Source: an optimization exercise on an open RTL-to-GDS flow (aim: small area, a short achievable clock period and few clock cycles per item). Production flows keep margins and buffers that such runs may drop.
Function was checked by simulation only, so behaviour that the tests miss may differ from the original.

==> flow/design.v, too long to show whole: its modules and the start of the top module <==
// module rgba_source_over_blend: 3965 lines
module rgba_source_over_blend (
  input  logic        clk,
  input  logic        rst,
  input  logic        s_tvalid,
  output logic        s_tready,
  input  logic [63:0] s_tdata,
  output logic        m_tvalid,
  input  logic        m_tready,
  output logic [31:0] m_tdata
);
  // ...
==> flow/run.sh <==
#!/bin/bash
# synth_recipe.tcl (not shown) runs the flow's synth.tcl, then flattens the netlist and writes it again
# the make line also repeats each setting of config.mk as NAME=value (left out here)
make -C /OpenROAD-flow-scripts/flow DESIGN_CONFIG=/design/flow/config.mk WORK_HOME=/design/flow/orfs CLKGATE_MAP_FILE= SYNTH_SCRIPT=/design/flow/synth_recipe.tcl finish
==> flow/config.mk <==
export PLATFORM = sky130hd
export DESIGN_NAME = rgba_source_over_blend
export DESIGN_NICKNAME = rgba_source_over_blend
export VERILOG_FILES = /design/flow/design.v
export SDC_FILE = /design/flow/constraint.sdc
export NUM_CORES = 4
export LEC_CHECK = 0
export ABC_AREA = 1
export CAP_MARGIN = 0
export CORE_MARGIN = 2
export CORE_UTILIZATION = 50
export CTS_BUF_LIST = sky130_fd_sc_hd__clkbuf_4 sky130_fd_sc_hd__clkbuf_8
export PLACE_DENSITY = 0.75
export SETUP_SLACK_MARGIN = 5
export SLEW_MARGIN = 0
==> flow/constraint.sdc <==
create_clock -name core_clock -period 10.0 [get_ports {clk}]
set_input_delay 2.0000 -clock core_clock [delete_from_list [all_inputs] [get_ports {clk}]]
set_output_delay 2.0000 -clock core_clock [all_outputs]
set_load 0.01 [all_outputs]
==> flow_summary.json, run 1 <==
{
  "status": "complete, no violations",
  "worst_path_largest_cell_delay_ns": 0.45,
  "seq_area_mm2": 0.02066,
  "cp_top_family": "compound AO/OA/AOI/OAI gates",
  "grt_max_degree": 181,
  "ys_async_sr_fraction": 0,
  "synth_xor_area_frac": 0.07499,
  "synth_top_family_by_area": "adder cells",
  "critPathMaxFanout": 32,
  "clk_pin_slew_ns": 0.07,
  "path_class": "flop to flop",
  "r2r-start": "d5[12]$_DFFE_PP_",
  "layout_commonest_cell": "nand2_1",
  "hold_viol": 0,
  "seqAreaFraction": 0.3194,
  "synth_edf_count": 682,
  "min_period_ns": 4.842,
  "multi_input_gates": 5158,
  "synth_top_area_frac": 0.3473,
  "ys_seq_area_frac": 0.3504
}
Testbench counts, summed over its fixed seeds: cycles 12,056, items 12,000.
==> run 2: changes to the inputs <==
--- a/flow/design.v
+++ b/flow/design.v
@@ -7,21 +7,20 @@
   input  logic        s_tvalid,
   output logic        s_tready,
   input  logic [63:0] s_tdata,
   output logic        m_tvalid,
   input  logic        m_tready,
   output logic [31:0] m_tdata
 );
   logic go;
-  logic sv;
-  logic [31:0] skid;
   logic [31:0] res;
   logic res_v;
-  assign s_tready = ~(m_tvalid & sv);
+  assign go = ~m_tvalid | m_tready;
+  assign s_tready = go;
   logic [7:0]  fa, ba;
   logic [7:0]  m0 [3];
   logic [2:0]  n0;
   logic [7:0]  bc0 [3];
   logic        v0;
   always_ff @(posedge clk) begin
     if (rst) v0 <= 1'b0;
     else if (go) v0 <= s_tvalid;
@@ -3934,35 +3933,14 @@
   assign qf_2 = {{q6_2, g1_2}, g0_2};
   assign cf_2 = (qf_2[0] & (~n6_2 | (ro1_2 != {1'b0, d6}))) ^ n6_2;
   logic [7:0] s0_2, s1_2;
   assign s0_2 = bc6_2 + (qf_2[8:1] ^ {8{n6_2}});
   assign s1_2 = s0_2 + 8'd1;
   assign res[23:16] = cf_2 ? s1_2 : s0_2;
   assign res[31:24] = alpha;
   assign res_v = v6;
-  logic push, pop, ld_head;
-  assign push    = go & res_v;
-  assign pop     = m_tvalid & m_tready;
-  assign ld_head = pop | ~m_tvalid;
   always_ff @(posedge clk) begin
-    if (rst) begin
-      m_tvalid <= 1'b0;
-      sv       <= 1'b0;
-      go       <= 1'b1;
-    end else begin
-      if (ld_head) begin
-        m_tvalid <= sv | push;
-        sv       <= sv & push;
-        go       <= ~(sv & push);
-      end else begin
-        sv       <= sv | push;
-        go       <= ~(sv | push);
-      end
-    end
-  end
-  always_ff @(posedge clk) begin
-    if (ld_head) m_tdata <= sv ? skid : res;
-  end
-  always_ff @(posedge clk) begin
-    if (push & ~(ld_head & ~sv)) skid <= res;
+    if (rst) m_tvalid <= 1'b0;
+    else if (go) m_tvalid <= res_v;
   end
+  always_ff @(posedge clk) if (go) m_tdata <= res;
 endmodule
==> flow/config.mk (replaced) <==
export PLATFORM = sky130hd
export DESIGN_NAME = rgba_source_over_blend
export DESIGN_NICKNAME = rgba_source_over_blend
export VERILOG_FILES = /design/flow/design.v
export SDC_FILE = /design/flow/constraint.sdc
export NUM_CORES = 4
export LEC_CHECK = 0
export ABC_AREA = 1
export CAP_MARGIN = 0
export CORE_MARGIN = 2
export CORE_UTILIZATION = 40
export CTS_BUF_LIST = sky130_fd_sc_hd__clkbuf_4 sky130_fd_sc_hd__clkbuf_8
export SETUP_SLACK_MARGIN = 5
export SLEW_MARGIN = 0
==> flow_summary.json, run 2 <==
{
  "status": "complete, no violations",
  "path_class": "primary input to output port",
  "ant_nets": 0,
  "holdPathEnd": "bc6_0[2]$_DFFE_PP_",
  "postPlaceCellArea_mm2": 0.06178,
  "yosysMostFrequentCell": "nand2_1",
  "fin_skew_ns": 0.03058,
  "cts_max_path_buffers": 3,
  "fin_setup_tns_ns": 0,
  "seq_area_mm2": 0.01966,
  "fillCellCount": 14380,
  "ys_async_sr_fraction": 0,
  "via_count": 47300,
  "start_util": 0.4037,
  "synth_fp_nets": 8101,
  "pre_cts_slack_ns": 3.680,
  "antenna_found_initial": 2,
  "synthCells": 7218,
  "multi_input_area_mm2": 0.03470,
  "grt.overflow.total": 0,
  "rsz0062_at_grt": "yes",
  "ys_ff_latch": 657,
  "drive_gt1_frac": 0.06302,
  "fmax_mhz": 201.8,
  "synth_edf_count": 650,
  "ys_warn_count": 5,
  "dpl.cell_count": 9129,
  "start_kind": "primary input",
  "fin_area_mm2": 0.06503,
  "io_pins": 102,
  "design.die.area_mm2": 0.1504,
  "die_w_um": 387.8,
  "holdCritStartpoint": "bc5_0[2]$_DFFE_PP_",
  "cts-htree-levels": 3,
  "hold_path_class": "flop to flop",
  "slew_headroom": 0.2707,
  "final_max_slew_viol_count": 0,
  "grtUsageTotal": 0.1978,
  "ys.flop_type": "edfxtp_1",
  "regToRegSetupSlack_ns": 5.26,
  "reg_top3": "p2 (48), m_tdata (32)",
  "die_h_um": 387.8,
  "grt_pass1_vias": 46280,
  "synthTopCellsByCount": "nand2_1, inv_1, edfxtp_1, ha_1, a21oi_1",
  "synth_top_area_frac": 0.3313,
  "grt_max_degree": 194,
  "cp.arrival_ns": 2.95,
  "gp_congestion": 0.9509,
  "hold_viol": 0,
  "viasPerCell": 5.024,
  "grt_pass1_wl_mm": 241.4,
  "finalNetCount": 8271,
  "stdcell_count": 9414,
  "yosysTopAreaCell": "edfxtp_1",
  "crit-reg2reg-capture": "r5_0[18]$_DFFE_PP_",
  "drt_wl_total_mm": 150.3,
  "rr_worst_depth": 23,
  "synth_cell_types": 59,
  "critPathMaxFanout": 2,
  "clk_pin_slew_ns": 0.06,
  "place.port_buffers": 101,
  "clock_sinks": 657,
  "whs_path_depth": 0,
  "min_period_ns": 4.955,
  "dp_hpwl_mm": 118.9,
  "largest_reg_flops": 48,
  "setup.worst_path.end_class": "output port",
  "avgSynthCellArea_um2": 8.162,
  "core_mm2": 0.1459,
  "synthTopCellsByArea": "edfxtp_1, ha_1, nand2_1",
  "cp.required_ns": 8.00,
  "drtIter0Drc": 2866,
  "fin_ws_ns": 5.045,
  "wl_per_cell_um": 15.97,
  "r2r-start": "d4[14]$_DFFE_PP_",
  "cts_root_buffer": "clkbuf_8",
  "area_delta_synth_final_pct": 10.39,
  "ys_seq_area_frac": 0.3337,
  "cts_made_buffers": 116,
  "cts_tree": "done",
  "drtPass1Iterations": 6,
  "tightestPinTransition_ns": 1.094,
  "num_rows": 140,
  "layout_commonest_cell": "nand2_1",
  "regMostFlops": "p2",
  "setup-violations-final": 0,
  "final_cell_mix": "nand2_1, inv_1, edfxtp_1",
  "clk_latency_ns": 0.85,
  "fin_crit_sh": 0.4955,
  "drc": 0,
  "cap_violations": 0,
  "synth_area_mm2": 0.05891
}
run 2: cell types whose count changed in the layout (fill, tap and decap cells not counted), moves of 34 or more:
| cell | change |
|---|---|
| a21oi_1 | -40 |
| nand2_1 | +165 |
| xor2_1 | +34 |
| nand3_1 | +187 |
| o21ai_0 | -46 |
| xnor2_1 | -52 |
run 2: cells by family (layout without fill, tap and decap cells):
group,Yosys count,after routing,synth area share
flip-flops,657,657,0.3337
multiplexers,3,3,0.0005098
other,0,7,0
buffers and inverters,1189,1457,0.08022
AND/OR/NAND/NOR,3030,3034,0.2172
AO/OA/AOI/OAI,1040,1040,0.09855
adder cells (fa/ha/maj),815,815,0.1976
XOR/XNOR,484,484,0.07228
run 2: how the worst max path moves through the flow:
| stage | endpoint | start | cells past startpoint |
|---|---|---|---|
| after floorplan | ba[0]$_DFFE_PP_ | m_tready | 2 |
| after global placement | s_tready | m_tready | 4 |
| after detailed placement | s_tready | m_tready | 4 |
| after CTS | s_tready | m_tready | 4 |
| after global routing | m_tdata[4]$_DFFE_PP_ | d6[14]$_DFFE_PP_ | 29 |
| final | s_tready | m_tready | 4 |
run 2: final cells by class:
cell class                      instances  share of cell area
Timing Repair Buffer                  175             0.02555
Antenna cell                            7           0.0002694
Clock buffer                          125             0.02559
Clock inverter                         95             0.01285
Sequential cell                       657              0.3023
Timing Repair inverter                  4           0.0003848
Multi-Input combinational cell       5376              0.5336
Inverter                             1058             0.06261
Tap cell                             1917             0.03688
run 2: through the flow:
step / utilization / hold slack (ns)
after detailed placement: 0.4234 / 0.4045
final: 0.4457 / 0.4066
after global placement: 0.4234 / 0.4013
after CTS: 0.4414 / 0.4097
after global routing: 0.4456 / 0.4172
after floorplan: - / 0.4003
run 2: repair_timing:
item | 4_1_cts | 5_1_grt
pin swaps | 1 | 8
hold buffers | 0 | 0
resized for setup | 22 | 65
cloned | 4 | 4
endpoints found under the setup margin | 142 | 176
endpoints found under the hold margin | 0 | 0
setup buffers | 2 | 48
run 2: worst max-delay path, stage by stage:
cell and delay (ns):
clkdlybuf4s50_1 0.44, nor2_4 0.13, clkinvlp_4 0.20, buf_6 0.18
run 2: metal layers:
| metal | track usage | wire length (µm) |
|---|---|---|
| met1 | 0.2583 | 68990 |
| met2 | 0.3357 | 70840 |
| met3 | 0.02150 | 4796 |
| met4 | 0.07670 | 5685 |
| met5 | 0 | 0 |
Testbench counts of run 2, summed over its fixed seeds: cycles 12,056, items 12,000.
==> run 3: changes to the inputs <==
--- a/flow/config.mk
+++ b/flow/config.mk
@@ -11,4 +11,5 @@
 export CORE_UTILIZATION = 40
 export CTS_BUF_LIST = sky130_fd_sc_hd__clkbuf_4 sky130_fd_sc_hd__clkbuf_8
+export PLACE_DENSITY = 0.75
 export SETUP_SLACK_MARGIN = 5
 export SLEW_MARGIN = 0
==> flow_summary.json, run 3 <==
{
  "status": "complete, no violations",
  "reg_top3": "p2 (48), m_tdata (32)",
  "synthTopCellsByCount": "nand2_1, inv_1, edfxtp_1, ha_1, a21oi_1",
  "die_h_um": 387.8,
  "cts_root_buffer": "clkbuf_8",
  "path_class": "flop to flop",
  "synthCells": 7218,
  "setup.worst_path.end_class": "flop",
  "avgSynthCellArea_um2": 8.162,
  "cts-htree-levels": 3,
  "clk_latency_ns": 0.84,
  "largest_reg_flops": 48,
  "fin_crit_sh": 0.4777,
  "fin_hold_ws_ns": 0.4060,
  "finalNetCount": 8259,
  "cp.arrival_ns": 5.32,
  "final_cell_mix": "nand2_1, inv_1, edfxtp_1",
  "critPathMaxFanout": 12,
  "tightestPinTransition_ns": 1.082,
  "grt_pass1_vias": 47250,
  "drt_wl_total_mm": 149.9,
  "drtPass1Iterations": 6,
  "regToRegSetupSlack_ns": 5.22,
  "ys_ff_latch": 657,
  "holdPathEnd": "n5_1$_DFFE_PP_",
  "ys.flop_type": "edfxtp_1",
  "rr_worst_depth": 22,
  "hold_viol": 0,
  "hold_path_class": "flop to flop",
  "wl_per_cell_um": 15.97,
  "fin_setup_tns_ns": 0,
  "cts_made_buffers": 113,
  "cts_max_path_buffers": 3,
  "grt.met2_usage": 0.3328,
  "met3_usage": 0.02235,
  "via_count": 48530,
  "min_period_ns": 4.777,
  "place.port_buffers": 101,
  "start_kind": "flop",
  "ys_warn_count": 5,
  "drtIter0Drc": 3501,
  "synth_fp_nets": 8101,
  "num_rows": 140,
  "fin_skew_ns": 0.06341,
  "slew_headroom": 0.2788,
  "gp_congestion": 0.9668,
  "antenna_found_initial": 1,
  "area_delta_synth_final_pct": 10.15,
  "ant_nets": 0,
  "fin_ws_ns": 5.223,
  "synth_area_mm2": 0.05891,
  "cts_tree": "done",
  "clk_pin_slew_ns": 0.06,
  "viasPerCell": 5.170,
  "setup-violations-final": 0,
  "rsz0062_at_grt": "no",
  "design.die.area_mm2": 0.1504,
  "core_mm2": 0.1459,
  "layout_commonest_cell": "nand2_1",
  "drc": 0,
  "final_max_slew_viol_count": 0,
  "yosysMostFrequentCell": "nand2_1",
  "cts-hold-fix-buffers": 0,
  "grtUsageTotal": 0.1958,
  "grt.overflow.total": 0,
  "yosysTopAreaCell": "edfxtp_1",
  "grt_pass1_wl_mm": 240.6,
  "grt_max_degree": 185,
  "pre_cts_slack_ns": 3.909,
  "ys_seq_area_frac": 0.3337,
  "synth_cell_types": 59,
  "whs_path_depth": 0,
  "drive_gt1_frac": 0.06200,
  "start_util": 0.4037,
  "met1_usage": 0.2474,
  "cp.required_ns": 10.55,
  "ys_async_sr_fraction": 0,
  "fmax_mhz": 209.3,
  "io_pins": 102,
  "synthTopCellsByArea": "edfxtp_1, ha_1, nand2_1",
  "r2r-start": "d5[10]$_DFFE_PP_",
  "grt_busiest_layer": "met2",
  "regMostFlops": "p2",
  "crit-reg2reg-capture": "r6_2[13]$_DFFE_PP_",
  "clock_sinks": 657,
  "holdCritStartpoint": "n4_1$_DFFE_PP_",
  "synth_top_area_frac": 0.3313,
  "cap_violations": 0,
  "dp_hpwl_mm": 116.7,
  "die_w_um": 387.8,
  "synth_edf_count": 650
}
-- run 3: cell counts after synthesis --
No cell type changed its count.
-- run 3: cell families (layout without fill, tap and decap cells) --
family	count (synthesis)	count (layout)	synth area share
mux	3	3	0.0005098
other cells	0	2	0
flops	657	657	0.3337
xor+xnor	484	484	0.07228
compound gates	1040	1040	0.09855
fa+ha+maj	815	815	0.1976
buf+inv	1189	1433	0.08022
simple gates	3030	3036	0.2172
-- run 3: worst max-delay path, cell delays in order (launching register included) --
cell and delay, ns:
edfxtp_1 0.41, clkinvlp_4 0.29, ha_1 0.45, nand2_1 0.12
nor2_1 0.18, inv_2 0.06, nor2_2 0.10, nand4_1 0.14
nand3_4 0.25, clkinvlp_4 0.11, buf_4 0.18, o21ai_1 0.25
ha_1 0.36, a21oi_1 0.20, o21ai_0 0.11, a21oi_1 0.12
nand2_1 0.13, nand3b_1 0.11, nand2_1 0.15, a21oi_4 0.25
nand3_2 0.30, nand2_1 0.14, nand2_1 0.07
-- run 3: worst max-delay path by stage --
| stage | start | end | slack [ns] | depth (start not counted) |
|---|---|---|---|---|
| 2_1_floorplan | m_tready | ba[0]$_DFFE_PP_ | -2.46 | 2 |
| 3_3_place_gp | m_tready | s_tready | 3.93 | 5 |
| 3_5_place_dp | m_tready | s_tready | 3.91 | 5 |
| 4_1_cts | m_tready | s_tready | 4.77 | 5 |
| 5_1_grt | d4[12]$_DFFE_PP_ | r5_0[7]$_DFFE_PP_ | 4.97 | 23 |
| 6_report | d5[10]$_DFFE_PP_ | r6_2[13]$_DFFE_PP_ | 5.22 | 22 |
-- run 3: metal layers --
layer / wire length, µm / up-vias / share of wire
met4: 7380 / 0 / 0.049
met2: 70940 / 1319 / 0.47
met1: 64800 / 22570 / 0.43
li1: - / 24300 / -
met3: 6804 / 343 / 0.045
met5: 0 / - / 0
-- run 3: layout make-up --
| class | count | area, µm² |
|---|---|---|
| Fill cell | 13970 | 81020 |
| Sequential cell | 657 | 19660 |
| Clock buffer | 142 | 1773 |
| Clock inverter | 65 | 519.2 |
| Timing Repair Buffer | 166 | 1702 |
| Timing Repair inverter | 2 | 15.01 |
| Multi-Input combinational cell | 5378 | 34770 |
| Antenna cell | 2 | 5.005 |
| Inverter | 1058 | 4054 |
| Tap cell | 1917 | 2399 |
-- run 3: through the flow --
stage,std cells,instance area [µm²],utilization
after global placement,9125,61770,0.4233
after global routing,9387,64890,0.4447
after floorplan,7218,58920,-
after CTS,9342,64310,0.4407
after detailed placement,9125,61770,0.4233
final,9387,64890,0.4447
-- run 3: timing repair --
| action | in CTS | in global routing |
|---|---|---|
| hold endpoints to repair | 0 | 0 |
| gates resized for setup | 17 | 69 |
| pin swaps | 1 | 10 |
| gates cloned | 6 | 6 |
| buffers inserted | 4 | 37 |
| endpoints found under the setup margin | 128 | 179 |
==> run 4: changes to the inputs <==
--- a/flow/config.mk
+++ b/flow/config.mk
@@ -7,9 +7,7 @@
 export LEC_CHECK = 0
 export ABC_AREA = 1
-export CAP_MARGIN = 0
+export CAP_MARGIN = 20
 export CORE_MARGIN = 2
 export CORE_UTILIZATION = 40
-export CTS_BUF_LIST = sky130_fd_sc_hd__clkbuf_4 sky130_fd_sc_hd__clkbuf_8
-export PLACE_DENSITY = 0.75
 export SETUP_SLACK_MARGIN = 5
-export SLEW_MARGIN = 0
+export SLEW_MARGIN = 20
==> flow_summary.json, run 4 <==
{
  "num_rows": 140,
  "worst_path_largest_cell_delay_ns": 0.44,
  "r2r-start": "d4[14]$_DFFE_PP_",
  "ys_ff_latch": 657,
  "io_pins": 102,
  "ys_seq_area_frac": 0.3337,
  "cp_top_family": "buffers and inverters",
  "regMostFlops": "p2",
  "gp_congestion": 0.9509,
  "layout_commonest_cell": "nand2_1",
  "pre_cts_slack_ns": 3.680,
  "hold_viol": 0,
  "regToRegSetupSlack_ns": 5.16,
  "setup-violations-final": 0,
  "cts-hold-fix-buffers": 0,
  "postPlaceCellArea_mm2": 0.06178,
  "cap_violations": 0,
  "area_delta_synth_final_pct": 10.86,
  "core_mm2": 0.1459,
  "holdCritStartpoint": "q4_0[2]$_DFFE_PP_",
  "synth_fp_nets": 8101,
  "wl_per_cell_um": 16.06,
  "clk_pin_slew_ns": 0.06,
  "hold_path_class": "flop to flop",
  "clock_sinks": 657,
  "path_class": "primary input to output port",
  "synth_edf_count": 650,
  "cts_tree": "done",
  "grt_pass1_vias": 46100,
  "largest_reg_flops": 48,
  "fmax_mhz": 202.2,
  "rsz0062_at_grt": "no",
  "ant_nets": 0,
  "dpl.cell_count": 9129,
  "fin_crit_sh": 0.4946,
  "critPathMaxFanout": 3,
  "via_count": 47050,
  "ys_async_sr_fraction": 0,
  "ys.flop_type": "edfxtp_1",
  "cp.required_ns": 8.00,
  "slew_headroom": 0.2978,
  "clk_latency_ns": 0.71,
  "cts_root_buffer": "clkbuf_16",
  "final_max_slew_viol_count": 0,
  "grt_pass1_wl_mm": 241.4,
  "utilization": 0.4476,
  "status": "complete, no violations",
  "startpoint": "m_tready",
  "drt_wl_total_mm": 150.0,
  "antenna_found_initial": 0,
  "grtUsageTotal": 0.1980,
  "synthTopCellsByArea": "edfxtp_1, ha_1, nand2_1",
  "slowest_stage": "clkdlybuf4s50_1",
  "cts_max_path_buffers": 3,
  "dp_hpwl_mm": 118.9,
  "die_h_um": 387.8,
  "yosysTopAreaCell": "edfxtp_1",
  "yosysMostFrequentCell": "nand2_1",
  "drtIter0Drc": 2811,
  "cp.arrival_ns": 2.95,
  "cts_made_buffers": 80,
  "synth_top_area_frac": 0.3313,
  "tightestPinTransition_ns": 1.053,
  "grt.overflow.total": 0,
  "synthCells": 7218,
  "fin_area_mm2": 0.06531,
  "synth_cell_types": 59,
  "setup.worst_path.end_class": "output port",
  "avgSynthCellArea_um2": 8.162,
  "synth_area_mm2": 0.05891,
  "place.port_buffers": 101,
  "synthTopCellsByCount": "nand2_1, inv_1, edfxtp_1, ha_1, a21oi_1",
  "min_period_ns": 4.946,
  "drc": 0,
  "cts-htree-levels": 3,
  "stdcell_count": 9338,
  "drtPass1Iterations": 8,
  "finalNetCount": 8237,
  "start_kind": "primary input",
  "cp.buffers_inverters": 3,
  "start_util": 0.4037,
  "ys_warn_count": 5,
  "fin_ws_ns": 5.054,
  "reg_top3": "p2 (48), m_tdata (32)",
  "die_w_um": 387.8,
  "critical_path.cell_chain": "clkdlybuf4s50_1 -> nor2_4 -> clkinvlp_4 -> buf_6",
  "final_cell_mix": "nand2_1, inv_1, edfxtp_1",
  "drive_gt1_frac": 0.05661,
  "viasPerCell": 5.039,
  "grt_max_degree": 194,
  "design.die.area_mm2": 0.1504,
  "fin_skew_ns": 0.04428
}
## run 4: cell counts after synthesis
Identical to the previous run, type by type.
## run 4: cell type report
cell class	count	area [µm²]
diodes	2	5.005
well taps	1917	2399
clock inverters	61	740.7
multi-input cells	5376	34700
fillers	14280	80600
inverters	1058	4074
repair inverters	4	25.02
flip-flops and latches	657	19660
repair buffers	177	1680
clock buffers	86	2024
## run 4: worst paths after layout
check,endpoint,cells after the start
max,s_tready,4
min,q5_0[4]$_DFFE_PP_,0
max reg2reg,r5_0[4]$_DFFE_PP_,21
min reg2reg,q5_0[4]$_DFFE_PP_,0
## run 4: logic make-up (layout without fill, tap and decap cells)
| group | count (synthesis) | after routing | synth area share |
|---|---|---|---|
| xor+xnor | 484 | 484 | 0.07228 |
| fa+ha+maj | 815 | 815 | 0.1976 |
| simple gates | 3030 | 3034 | 0.2172 |
| buf+inv | 1189 | 1386 | 0.08022 |
| other cells | 0 | 2 | 0 |
| mux | 3 | 3 | 0.0005098 |
| compound gates | 1040 | 1040 | 0.09855 |
| flops | 657 | 657 | 0.3337 |
## run 4: worst reg2reg max path, stage by stage (launching register included)
cell and delay, ns:
edfxtp_1 0.47, clkinvlp_4 0.36, ha_1 0.45, a21oi_1 0.22
o211ai_1 0.12, a21oi_1 0.18, nand3_2 0.28, inv_4 0.30
nand2_1 0.08, o21ai_1 0.15, ha_1 0.36, a21oi_2 0.19
o21ai_1 0.07, a21oi_1 0.12, nand2_1 0.14, nand3_1 0.10
nand2_1 0.08, a21oi_1 0.21, nand2_1 0.22, nor2_4 0.39
nand2_1 0.10, o21ai_1 0.12
## run 4: what timing repair did
action	4_1_cts	5_1_grt
endpoints found under the hold margin	0	0
buffers inserted	2	50
cloned	5	3
gates resized for setup	23	64
setup endpoints to repair	128	174
pin swaps	2	7
## run 4: metal layers
| metal | track usage | share of wire | vias up |
|---|---|---|---|
| met5 | 0 | 0 | - |
| met4 | 0.07379 | 0.034 | 0 |
| met3 | 0.01846 | 0.032 | 213 |
| met2 | 0.3381 | 0.48 | 809 |
| met1 | 0.2597 | 0.46 | 21820 |
| li1 | - | - | 24220 |
## run 4: metrics by stage
stage	setup TNS (ns)	hold WS, ns
after CTS	0	0.4150
after global placement	0	0.4013
final	0	0.4143
after floorplan	-1606.93	0.4003
after global routing	0	0.4242
after detailed placement	0	0.4045

-- re-timing with driven ports --
The results above use ideal ports. As a check the final layouts listed here were re-extracted and re-timed, cells and wires unchanged. Step 1 (the two cells are an assumption about what drives the block):
set clk [get_ports {clk}]
set_driving_cell -lib_cell sky130_fd_sc_hd__clkbuf_16 $clk
set_driving_cell -lib_cell sky130_fd_sc_hd__buf_2 [delete_from_list [all_inputs] $clk]
Step 2 moves the port delays by t, midway between the first and last clock arrival at a register: inputs arrive t later, outputs are due t later. That takes back most of the time a late clock gives input paths. Three values: ideal, step 1, step 2; two values: the first two.
run | shift t [ns] | setup slack, ns | cell pins on the clock port's net
run 1 | 0.874 | 5.158 / 5.158 / 5.158 | 1
run 2 | 0.907 | 5.045 / 5.024 / 4.915 | 1
run 3 | 0.875 | 5.223 / 5.223 / 5.223 | 1
run 4 | 0.764 | 5.054 / 5.033 / 4.928 | 1
After both steps setup and hold are still met in every run listed. The setup slack of run 2, which loses most, moves by -0.021 ns with the drivers and by -0.130 ns with both steps.
